This design comes from an exercise in tuning for small area and a short achievable clock period on the open sky130 flow, not from production work. Where RTL was checked, it was by simulation tests only, not by an equivalence proof against the original. Power and IR drop assume default switching activity.

==> flow/design.v <==
package dmem_pkg;
    typedef enum logic [1:0] {
        IDLE = 2'd0,
        WAIT = 2'd1,
        RESP = 2'd2
    } dmem_state_e;
    localparam int DMEM_DEPTH   = 256;
    localparam int DMEM_LATENCY = 2;
    localparam int DMEM_LO_BITS = 5;
endpackage
module dmem_array #(
    parameter int DWIDTH = 16,
    parameter int NL     = 16,
    parameter int NH     = 16
) (
    input  logic                      clk,
    input  logic [NH*NL-1:0]          wsel,
    input  logic [DWIDTH-1:0]         wdata,
    input  logic [NL-1:0]             lo_sel,
    output logic [NH-1:0][DWIDTH-1:0] cand
);
    localparam int NT = NL / 3;
    localparam int NR = NL - 3 * NT;
    localparam int SW = 4;
    logic [DWIDTH-1:0] word_q [NH][NL];
    logic [DWIDTH-1:0] term_n [NH][NT];
    logic [DWIDTH-1:0] rest   [NH];
    for (genvar j = 0; j < NH; j++) begin : g_grp
        for (genvar i = 0; i < NL; i++) begin : g_word
            always_ff @(posedge clk) begin
                if (wsel[j*NL+i]) begin
                    word_q[j][i] <= wdata;
                end
            end
        end
        for (genvar t = 0; t < NT; t++) begin : g_term
            for (genvar k = 0; k < DWIDTH / SW; k++) begin : g_slice
                dmem_aoi3 #(.W(SW)) u_aoi (
                    .s (lo_sel[3*t +: 3]),
                    .d0(word_q[j][3*t][k*SW +: SW]),
                    .d1(word_q[j][3*t+1][k*SW +: SW]),
                    .d2(word_q[j][3*t+2][k*SW +: SW]),
                    .yn(term_n[j][t][k*SW +: SW])
                );
            end
        end
        always_comb begin
            logic [DWIDTH-1:0] acc;
            acc = '0;
            for (int r = 0; r < NR; r++) begin
                acc = acc | (word_q[j][3*NT+r] & {DWIDTH{lo_sel[3*NT+r]}});
            end
            rest[j] = acc;
        end
        always_comb begin
            logic [DWIDTH-1:0] all_n;
            all_n = '1;
            for (int t = 0; t < NT; t++) begin
                all_n = all_n & term_n[j][t];
            end
            cand[j] = ~all_n | rest[j];
        end
    end
endmodule
module dmem_aoi3 #(
    parameter int W = 16
) (
    input  logic [2:0]   s,
    input  logic [W-1:0] d0,
    input  logic [W-1:0] d1,
    input  logic [W-1:0] d2,
    output logic [W-1:0] yn
);
    assign yn = ~((d0 & {W{s[0]}}) | (d1 & {W{s[1]}}) | (d2 & {W{s[2]}}));
endmodule
module dmem_aoi2 #(
    parameter int W = 16
) (
    input  logic [1:0]   s,
    input  logic [W-1:0] d0,
    input  logic [W-1:0] d1,
    output logic [W-1:0] yn
);
    assign yn = ~((d0 & {W{s[0]}}) | (d1 & {W{s[1]}}));
endmodule
import dmem_pkg::*;
module data_mem_ctrl #(
    parameter int DWIDTH  = 16,
    parameter int AWIDTH  = 16,
    parameter int DEPTH   = DMEM_DEPTH,
    parameter int LATENCY = DMEM_LATENCY
) (
    input  logic              clk,
    input  logic              rst,
    input  logic              ram_en,
    input  logic              wen,
    input  logic [AWIDTH-1:0] ram_addr,
    input  logic [DWIDTH-1:0] w_ram_data,
    output logic [DWIDTH-1:0] r_ram_data,
    output logic              ram_valid,
    output logic              busy,
    output logic              addr_err,
    output logic [1:0]        dbg_state
);
    localparam int IW = (DEPTH > 1) ? $clog2(DEPTH) : 1;
    localparam int LB = DMEM_LO_BITS;
    localparam int HB = IW - LB;
    localparam int NL = 2**LB;
    localparam int NH = 2**HB;
    logic [1:0]        state_q, state_d;
    logic              busy_q, busy_d;
    logic              aerr_q, aerr_d;
    logic [DWIDTH-1:0] rdata_q;
    logic              wen_q;
    logic              err_q;
    logic [LB-1:0]     lo_q;
    logic [NH-1:0]     hi_q;
    logic [DWIDTH-1:0] wdata_q;
    logic [NH-1:0][DWIDTH-1:0] cand_q;
    logic [NH-1:0][DWIDTH-1:0] cand_d;
    logic              idle, in_wait, in_resp;
    logic              in_err;
    logic [NL-1:0]     lo_hot, wlo_d, wlo_q;
    logic [NH-1:0]     hi_hot, whi_d, whi_q, whi_ok;
    logic [DEPTH-1:0]  wsel;
    logic [DWIDTH-1:0] arr_rdata;
    logic [DWIDTH-1:0] rd_term_n [NH/2];
    localparam logic [AWIDTH:0] DEPTH_A = (AWIDTH + 1)'(DEPTH);
    assign in_err = ({1'b0, ram_addr} >= DEPTH_A);
    assign idle    = !busy_q;
    assign in_wait = state_q[0];
    assign in_resp = state_q[1];
    always_comb begin
        state_d = 2'b00;
        if (!rst) begin
            if (idle) state_d = {1'b0, ram_en};
            else if (in_wait) state_d = 2'b10;
        end
        busy_d = (state_d != 2'b00);
        aerr_d = !rst && in_wait && err_q;
    end
    always_ff @(posedge clk) begin
        state_q <= state_d;
        busy_q  <= busy_d;
        aerr_q  <= aerr_d;
    end
    always_ff @(posedge clk) begin
        if (idle) begin
            wen_q   <= wen;
            err_q   <= in_err;
            lo_q    <= ram_addr[LB-1:0];
            hi_q    <= in_err ? '0 : hi_hot;
            wdata_q <= w_ram_data;
        end
    end
    always_ff @(posedge clk) begin
        cand_q <= cand_d;
    end
    always_ff @(posedge clk) begin
        if (rst) begin
            rdata_q <= '0;
        end else if (in_wait && !wen_q) begin
            rdata_q <= arr_rdata;
        end
    end
    always_ff @(posedge clk) begin
        whi_q <= whi_d;
        wlo_q <= wlo_d;
    end
    assign r_ram_data = rdata_q;
    assign ram_valid  = in_resp;
    assign busy       = busy_q;
    assign dbg_state  = state_q;
    assign addr_err   = aerr_q;
    for (genvar k = 0; k < NL; k++) begin : g_lo
        assign lo_hot[k]  = (ram_addr[LB-1:0] == LB'(k));
        assign wlo_d[k]   = (lo_q == LB'(k));
    end
    for (genvar k = 0; k < NH; k++) begin : g_hi
        assign hi_hot[k]  = (ram_addr[IW-1:LB] == HB'(k));
        assign whi_d[k]   = in_wait && wen_q && !rst && hi_q[k];
        assign whi_ok[k]  = whi_q[k] && !rst;
    end
    for (genvar w = 0; w < DEPTH; w++) begin : g_wsel
        assign wsel[w] = whi_ok[w / NL] && wlo_q[w % NL];
    end
    for (genvar t = 0; t < NH / 2; t++) begin : g_rd
        dmem_aoi2 #(.W(DWIDTH)) u_aoi (
            .s ({hi_q[2*t+1], hi_q[2*t]}),
            .d0(cand_q[2*t]),
            .d1(cand_q[2*t+1]),
            .yn(rd_term_n[t])
        );
    end
    always_comb begin
        logic [DWIDTH-1:0] all_n;
        all_n = '1;
        for (int t = 0; t < NH / 2; t++) begin
            all_n = all_n & rd_term_n[t];
        end
        arr_rdata = ~all_n;
    end
    dmem_array #(
        .DWIDTH(DWIDTH),
        .NL    (NL),
        .NH    (NH)
    ) u_array (
        .clk   (clk),
        .wsel  (wsel),
        .wdata (wdata_q),
        .lo_sel(lo_hot),
        .cand  (cand_d)
    );
endmodule
Settings: LEC_CHECK=0, CAP_MARGIN=20, CORE_MARGIN=2, CORE_UTILIZATION=65, CTS_BUF_LIST=sky130_fd_sc_hd__clkbuf_16, CTS_CLUSTER_DIAMETER=80, CTS_CLUSTER_SIZE=25, SETUP_SLACK_MARGIN=3, SLEW_MARGIN=20, SYNTH_HIERARCHICAL=1; clock period 5.2 ns.
run.sh (not shown) runs the stock make flow with config.mk's settings and CLKGATE_MAP_FILE= SYNTH_SCRIPT=/design/flow/synth_recipe.tcl, a recipe that flattens the netlist after the stock synthesis.
==> next run, changes <==
--- a/flow/design.v
+++ b/flow/design.v
@@ -4,11 +4,11 @@
         WAIT = 2'd1,
         RESP = 2'd2
     } dmem_state_e;
     localparam int DMEM_DEPTH   = 256;
     localparam int DMEM_LATENCY = 2;
-    localparam int DMEM_LO_BITS = 5;
+    localparam int DMEM_LO_BITS = 4;
 endpackage
 module dmem_array #(
     parameter int DWIDTH = 16,
     parameter int NL     = 16,
     parameter int NH     = 16
Result:
- critical path depth is lower by 9
- worst hold slack is better by 110 ps
- global-route usage falls by 6.5 points
- count of clock-buffer cells in the layout climbs by 3
- core utilization falls by 2.3 points
- power increases by a few percent
The RTL of the first run of this note was laid out without a check of its function.

* * *

== the baseline ==
Another version of the RTL of data_mem_ctrl (not shown whole).
For scale: roughly 4,400 flip-flops, about 57 I/O pins.
==> module data_mem_ctrl, before the edit <==
module data_mem_ctrl #(
    parameter int DWIDTH  = 16,
    parameter int AWIDTH  = 16,
    parameter int DEPTH   = DMEM_DEPTH,
    parameter int LATENCY = DMEM_LATENCY
) (
    input  logic              clk,
    input  logic              rst,
    input  logic              ram_en,
    input  logic              wen,
    input  logic [AWIDTH-1:0] ram_addr,
    input  logic [DWIDTH-1:0] w_ram_data,
    output logic [DWIDTH-1:0] r_ram_data,
    output logic              ram_valid,
    output logic              busy,
    output logic              addr_err,
    output logic [1:0]        dbg_state
);
    localparam int IW = (DEPTH > 1) ? $clog2(DEPTH) : 1;
    localparam int LB = DMEM_LO_BITS;
    localparam int HB = IW - LB;
    localparam int NL = 2**LB;
    localparam int NH = 2**HB;
    logic [1:0]        state_q, state_d;
    logic              busy_q, busy_d;
    logic              aerr_q, aerr_d;
    logic [DWIDTH-1:0] rdata_q;
    logic              wen_q;
    logic              err_q;
    logic [LB-1:0]     lo_q;
    logic [NH-1:0]     hi_q;
    logic [DWIDTH-1:0] wdata_q;
    logic [NH-1:0][DWIDTH-1:0] cand_q;
    logic [NH-1:0][DWIDTH-1:0] cand_d;
    logic              idle, in_wait, in_resp;
    logic              in_err;
    logic [NL-1:0]     lo_hot, wlo_d, wlo_q;
    logic [NH-1:0]     hi_hot, whi_d, whi_q, whi_ok;
    logic [DEPTH-1:0]  wsel;
    logic [DWIDTH-1:0] arr_rdata;
    localparam logic [AWIDTH:0] DEPTH_A = (AWIDTH + 1)'(DEPTH);
    assign in_err = ({1'b0, ram_addr} >= DEPTH_A);
    assign idle    = !busy_q;
    assign in_wait = state_q[0];
    assign in_resp = state_q[1];
    always_comb begin
        state_d = 2'b00;
        if (!rst) begin
            if (idle) state_d = {1'b0, ram_en};
            else if (in_wait) state_d = 2'b10;
        end
        busy_d = (state_d != 2'b00);
        aerr_d = !rst && in_wait && err_q;
    end
    always_ff @(posedge clk) begin
        state_q <= state_d;
        busy_q  <= busy_d;
        aerr_q  <= aerr_d;
    end
    always_ff @(posedge clk) begin
        if (idle) begin
            wen_q   <= wen;
            err_q   <= in_err;
            lo_q    <= ram_addr[LB-1:0];
            hi_q    <= in_err ? '0 : hi_hot;
            wdata_q <= w_ram_data;
        end
    end
    always_ff @(posedge clk) begin
        cand_q <= cand_d;
    end
    always_ff @(posedge clk) begin
        if (rst) begin
            rdata_q <= '0;
        end else if (in_wait && !wen_q) begin
            rdata_q <= arr_rdata;
        end
    end
    always_ff @(posedge clk) begin
        whi_q <= whi_d;
        wlo_q <= wlo_d;
    end
    assign r_ram_data = rdata_q;
    assign ram_valid  = in_resp;
    assign busy       = busy_q;
    assign dbg_state  = state_q;
    assign addr_err   = aerr_q;
    for (genvar k = 0; k < NL; k++) begin : g_lo
        assign lo_hot[k]  = (ram_addr[LB-1:0] == LB'(k));
        assign wlo_d[k]   = (lo_q == LB'(k));
    end
    for (genvar k = 0; k < NH; k++) begin : g_hi
        assign hi_hot[k]  = (ram_addr[IW-1:LB] == HB'(k));
        assign whi_d[k]   = in_wait && wen_q && !rst && hi_q[k];
        assign whi_ok[k]  = whi_q[k] && !rst;
    end
    for (genvar w = 0; w < DEPTH; w++) begin : g_wsel
        assign wsel[w] = whi_ok[w / NL] && wlo_q[w % NL];
    end
    always_comb begin
        logic [DWIDTH-1:0] acc;
        acc = '0;
        for (int j = 0; j < NH; j++) begin
            acc = acc | (cand_q[j] & {DWIDTH{hi_q[j]}});
        end
        arr_rdata = acc;
    end
    dmem_array #(
        .DWIDTH(DWIDTH),
        .NL    (NL),
        .NH    (NH)
    ) u_array (
        .clk   (clk),
        .wsel  (wsel),
        .wdata (wdata_q),
        .lo_sel(lo_hot),
        .cand  (cand_d)
    );
endmodule
==> flow/config.mk <==
export PLATFORM = sky130hd
export DESIGN_NAME = data_mem_ctrl
export DESIGN_NICKNAME = data_mem_ctrl
export VERILOG_FILES = /design/flow/design.v
export SDC_FILE = /design/flow/constraint.sdc
export NUM_CORES = 4
export LEC_CHECK = 0
export CAP_MARGIN = 20
export CORE_MARGIN = 2
export CORE_UTILIZATION = 65
export CTS_BUF_LIST = sky130_fd_sc_hd__clkbuf_16
export CTS_CLUSTER_DIAMETER = 80
export CTS_CLUSTER_SIZE = 25
export SETUP_SLACK_MARGIN = 3
export SLEW_MARGIN = 20
export SYNTH_HIERARCHICAL = 1
==> flow/constraint.sdc <==
create_clock -name core_clock -period 5.2 [get_ports {clk}]
set_input_delay 1.0400 -clock core_clock [delete_from_list [all_inputs] [get_ports {clk}]]
set_output_delay 1.0400 -clock core_clock [all_outputs]
set_load 0.01 [all_outputs]
Relative to the baseline, the following input files were edited for the candidate:
==> flow/design.v, changed modules only <==
module data_mem_ctrl #(
    parameter int DWIDTH  = 16,
    parameter int AWIDTH  = 16,
    parameter int DEPTH   = DMEM_DEPTH,
    parameter int LATENCY = DMEM_LATENCY
) (
    input  logic              clk,
    input  logic              rst,
    input  logic              ram_en,
    input  logic              wen,
    input  logic [AWIDTH-1:0] ram_addr,
    input  logic [DWIDTH-1:0] w_ram_data,
    output logic [DWIDTH-1:0] r_ram_data,
    output logic              ram_valid,
    output logic              busy,
    output logic              addr_err,
    output logic [1:0]        dbg_state
);
    localparam int IW = (DEPTH > 1) ? $clog2(DEPTH) : 1;
    localparam int LB = DMEM_LO_BITS;
    localparam int HB = IW - LB;
    localparam int NL = 2**LB;
    localparam int NH = 2**HB;
    logic [1:0]        state_q, state_d;
    logic              busy_q, busy_d;
    logic              aerr_q, aerr_d;
    logic [DWIDTH-1:0] rdata_q;
    logic              wen_q;
    logic              err_q;
    logic [IW-1:0]     idx_q;
    logic [DWIDTH-1:0] wdata_q;
    logic [NH-1:0][DWIDTH-1:0] cand_q;
    logic [NH-1:0][DWIDTH-1:0] cand_d;
    logic              idle, in_wait, in_resp;
    logic              in_err;
    logic [NL-1:0]     lo_hot, wlo_d, wlo_q;
    logic [NH-1:0]     hi_hot, whi_d, whi_q, whi_ok;
    logic [DEPTH-1:0]  wsel;
    logic [DWIDTH-1:0] arr_rdata;
    localparam logic [AWIDTH:0] DEPTH_A = (AWIDTH + 1)'(DEPTH);
    assign in_err = ({1'b0, ram_addr} >= DEPTH_A);
    assign idle    = !busy_q;
    assign in_wait = state_q[0];
    assign in_resp = state_q[1];
    always_comb begin
        state_d = 2'b00;
        if (!rst) begin
            if (idle) state_d = {1'b0, ram_en};
            else if (in_wait) state_d = 2'b10;
        end
        busy_d = (state_d != 2'b00);
        aerr_d = !rst && in_wait && err_q;
    end
    always_ff @(posedge clk) begin
        state_q <= state_d;
        busy_q  <= busy_d;
        aerr_q  <= aerr_d;
    end
    always_ff @(posedge clk) begin
        if (idle) begin
            wen_q   <= wen;
            err_q   <= in_err;
            idx_q   <= ram_addr[IW-1:0];
            wdata_q <= w_ram_data;
        end
    end
    always_ff @(posedge clk) begin
        cand_q <= cand_d;
    end
    always_ff @(posedge clk) begin
        if (rst) begin
            rdata_q <= '0;
        end else if (in_wait && !wen_q) begin
            rdata_q <= err_q ? '0 : arr_rdata;
        end
    end
    always_ff @(posedge clk) begin
        whi_q <= whi_d;
        wlo_q <= wlo_d;
    end
    assign r_ram_data = rdata_q;
    assign ram_valid  = in_resp;
    assign busy       = busy_q;
    assign dbg_state  = state_q;
    assign addr_err   = aerr_q;
    for (genvar k = 0; k < NL; k++) begin : g_lo
        assign lo_hot[k]  = (ram_addr[LB-1:0] == LB'(k));
        assign wlo_d[k]   = (idx_q[LB-1:0] == LB'(k));
    end
    for (genvar k = 0; k < NH; k++) begin : g_hi
        assign hi_hot[k]  = (idx_q[IW-1:LB] == HB'(k));
        assign whi_d[k]   = in_wait && wen_q && !err_q && !rst && hi_hot[k];
        assign whi_ok[k]  = whi_q[k] && !rst;
    end
    for (genvar w = 0; w < DEPTH; w++) begin : g_wsel
        assign wsel[w] = whi_ok[w / NL] && wlo_q[w % NL];
    end
    always_comb begin
        logic [DWIDTH-1:0] acc;
        acc = '0;
        for (int j = 0; j < NH; j++) begin
            acc = acc | (cand_q[j] & {DWIDTH{hi_hot[j]}});
        end
        arr_rdata = acc;
    end
    dmem_array #(
        .DWIDTH(DWIDTH),
        .NL    (NL),
        .NH    (NH)
    ) u_array (
        .clk   (clk),
        .wsel  (wsel),
        .wdata (wdata_q),
        .lo_sel(lo_hot),
        .cand  (cand_d)
    );
endmodule
--- outcome ---
Relative to the baseline, clock period minus final worst setup slack has gone down in the candidate.
Taking the baseline as the reference, in the candidate number of combinational gates with multiple inputs went up 57, number of global-route vias before repair went down 0.58%, number of library cell types mapped by synthesis went up 15, synthesized-area fraction occupied by ao, oa, aoi and oai cells held, switching power went down about 2.6%.
No stage failed in the candidate, and the final checks on the layout all came back clean.
The candidate vs the baseline — routed wire length dropped about 5%.
Delta (the candidate minus the baseline): total power went down by about 0.9%, worst slack after detailed placement went down by 0.16 ns, share of power burned in combinational logic went up by 0.3 points, routed length on met2 went down by 7100 um.
The candidate: post-synthesis to final-layout area growth is 0.32 points higher than what the baseline reported.
Status: proportion of power drawn by flip-flops and latches parity (the baseline, the candidate)
Only the layout flow was run in the baseline; the RTL was not checked for function there.

re-timing with driven ports:
In the flow no input, the clock included, has a driving cell. The finished layouts below were timed again as built, in two steps. Step 1 assumes that a clkbuf_16 drives the clock port and a buf_2 every other input. Step 2 adds t to the input delays and takes it off the output delays; t is the mean of the earliest and latest rising clock arrival at the registers after step 1. Input paths then give back, and output paths get back, about the clock's delay inside the block. a / b / c = ideal ports / drivers / drivers and shift; a / b = the first two.
run | t (ns) | slack for setup (ns) | worst data-port slew with drivers (ns)
the first run of note 1 | 0.978 | 2.337 / 2.351 / 1.373 | 0.14
the second run of note 1 | 0.972 | 2.719 / 2.621 / 2.025 | 0.05
the baseline | 0.994 | 2.641 / 2.544 / 1.955 | 0.14
the candidate | 0.983 | 2.681 / 2.600 / 1.981 | 0.11
After both steps setup and hold are still met in every run listed. For the first run of note 1, which loses most, drivers alone change the setup slack by +0.014 ns; drivers and shift together by -0.964 ns.
